From an optimization exercise on the open Yosys and OpenROAD flow, aimed at small area, a short achievable clock period and few clock cycles; shortcuts taken in it are not production practice. Only simulation tests tie the RTL to the original design; equivalence was not proved.

// armCpu
module armCpu (
	input  logic          clk,
	input  logic          reset,
	input  armPkg::word_t readData,
	output armPkg::word_t memAdr,
	output armPkg::word_t writeData,
	output logic          memWrite
);
==> flow/config.mk <==
export PLATFORM = sky130hd
export DESIGN_NAME = armCpu
export DESIGN_NICKNAME = armCpu
export VERILOG_FILES = /design/flow/design.v
export SDC_FILE = /design/flow/constraint.sdc
export NUM_CORES = 4
export LEC_CHECK = 0
export CAP_MARGIN = 20
export CORE_MARGIN = 2
export CORE_UTILIZATION = 40
export SLEW_MARGIN = 20
export TNS_END_PERCENT = 5
==> flow/constraint.sdc <==
create_clock -name core_clock -period 15.0 [get_ports {clk}]
set_input_delay 3.0000 -clock core_clock [delete_from_list [all_inputs] [get_ports {clk}]]
set_output_delay 3.0000 -clock core_clock [all_outputs]
set_load 0.01 [all_outputs]
standard.sh (not shown) runs the stock make flow with config.mk's settings and CLKGATE_MAP_FILE= SYNTH_SCRIPT=/design/flow/synth_recipe.tcl, a recipe that flattens the netlist after the stock synthesis.
==> flow/flow/run.sh <==
#!/bin/bash
# The standard layout, with timing repair aiming for setup slack well above zero
# at the design's clock period (the constraints themselves are unchanged), and
# plain buffers on the ports.
set -euo pipefail
bash standard.sh SETUP_SLACK_MARGIN=10 "BUFFER_PORTS_ARGS=-buffer_cell sky130_fd_sc_hd__buf_4" finish > make_finish.log 2>&1
Testbench counts at the start, summed over its fixed seeds: cycles 16,171.
Then changed:
--- a/flow/design.v
+++ b/flow/design.v
@@ -38,23 +38,23 @@
 	input  logic [31:0] b,
 	output logic [31:0] y0,
 	output logic [31:0] y1
 );
 	logic [15:0] one, two, neg;
 	logic [32:0] bx;
 	assign bx = {b, 1'b0};
 	genvar gi;
 	generate for (gi = 0; gi < 16; gi++) begin : g_enc
 		assign one[gi] = bx[2*gi+1] ^ bx[2*gi];
 		assign two[gi] = (bx[2*gi+2] & ~bx[2*gi+1] & ~bx[2*gi]) | (~bx[2*gi+2] & bx[2*gi+1] & bx[2*gi]);
-		assign neg[gi] = bx[2*gi+2];
+		assign neg[gi] = bx[2*gi+2] & ~(bx[2*gi+1] & bx[2*gi]);
 	end endgenerate
 	logic pp0_0;
 	assign pp0_0 = ((one[0] & a[0]) | (two[0] & 1'b0)) ^ neg[0];
 	logic pp0_1;
 	assign pp0_1 = ((one[0] & a[1]) | (two[0] & a[0])) ^ neg[0];
 	logic pp0_2;
 	assign pp0_2 = ((one[0] & a[2]) | (two[0] & a[1])) ^ neg[0];
 	logic pp0_3;
 	assign pp0_3 = ((one[0] & a[3]) | (two[0] & a[2])) ^ neg[0];
 	logic pp0_4;
 	assign pp0_4 = ((one[0] & a[4]) | (two[0] & a[3])) ^ neg[0];
@@ -1514,24 +1514,27 @@
 			dSetNZ <= readData[20];
 			dSetCV <= readData[20] && (readData[24:21] == 4'b0100 || readData[24:21] == 4'b0010);
 			case (readData[24:21])
 				4'b0000: dLogicSel <= (fOp == 2'b00) ? 2'b01 : 2'b00;
 				4'b1100: dLogicSel <= (fOp == 2'b00) ? 2'b10 : 2'b00;
 				4'b0001: dLogicSel <= (fOp == 2'b00) ? 2'b11 : 2'b00;
 				default: dLogicSel <= 2'b00;
 			endcase
 			brTarget <= brNext;
 			opA <= (eWrites && wIdx == fRa) ? aluResult : fRdA;
 			opB <= (eWrites && wIdx == fRb) ? aluResult : fRdB;
-		end else if (phLoad || phMul) begin
-			if (raIdx == pendIdx) opA <= rfWd;
-			if (rbIdx == pendIdx) opB <= rfWd;
+		end else if (phLoad) begin
+			if (raIdx == pendIdx) opA <= readData;
+			if (rbIdx == pendIdx) opB <= readData;
+		end else if (phMul) begin
+			if (raIdx == pendIdx) opA <= product;
+			if (rbIdx == pendIdx) opB <= product;
 		end
 		if (stallStart) begin
 			adrReg <= dIsMul ? csSum : sum;
 			wdReg <= dIsMul ? csCarry : opB;
 			pendIdx <= wIdx;
 			pendSetNZ <= dSetNZ;
 		end
 	end
 endmodule
 `default_nettype wire
Count of clock-buffer cells in the layout came out higher by 6.
Die area came out lower by 7.7%.
Cell area came out lower by 4.9%.
Wire length came out lower by 10%.
Register-to-register slack gains 150 ps.
Synthesized cell count came out lower by 18%.
Clock skew came out lower by 18 ps.
Fmax came out higher by 1.3%.
Via count came out lower by 14%.
Non-clock buffer count came out lower by 25.
Testbench counts after the change, summed over its fixed seeds: cycles 16,171.

## afterwards: timing with drivers on the ports
In the flow no input, the clock included, has a driving cell. The finished layouts below were timed again as built, in two steps.
Step 1: set_driving_cell puts a clkbuf_16 on clk and a buf_2 on each other input, an assumption about the parent block.
Step 2 moves the port delays by t, midway between the first and last clock arrival at a register: inputs arrive t later, outputs are due t later. That takes back most of the time a late clock gives input paths.
Three values: ideal, step 1, step 2; two values: the first two.
run | t (ns) | setup slack, ns | worst setup path after step 2 | latest minus earliest clock arrival (ns) | worst data-port slew with drivers (ns)
the first run | 0.750 | 9.412 / 9.274 / 8.524 | input to register | 0.057 / 0.057 | 0.24
the second run | 0.759 | 9.483 / 9.493 / 8.760 | input to register | 0.040 / 0.040 | 0.22
After both steps setup and hold are still met in every run listed. The setup slack of the first run, which loses most, moves by -0.138 ns with the drivers and by -0.888 ns with both steps.
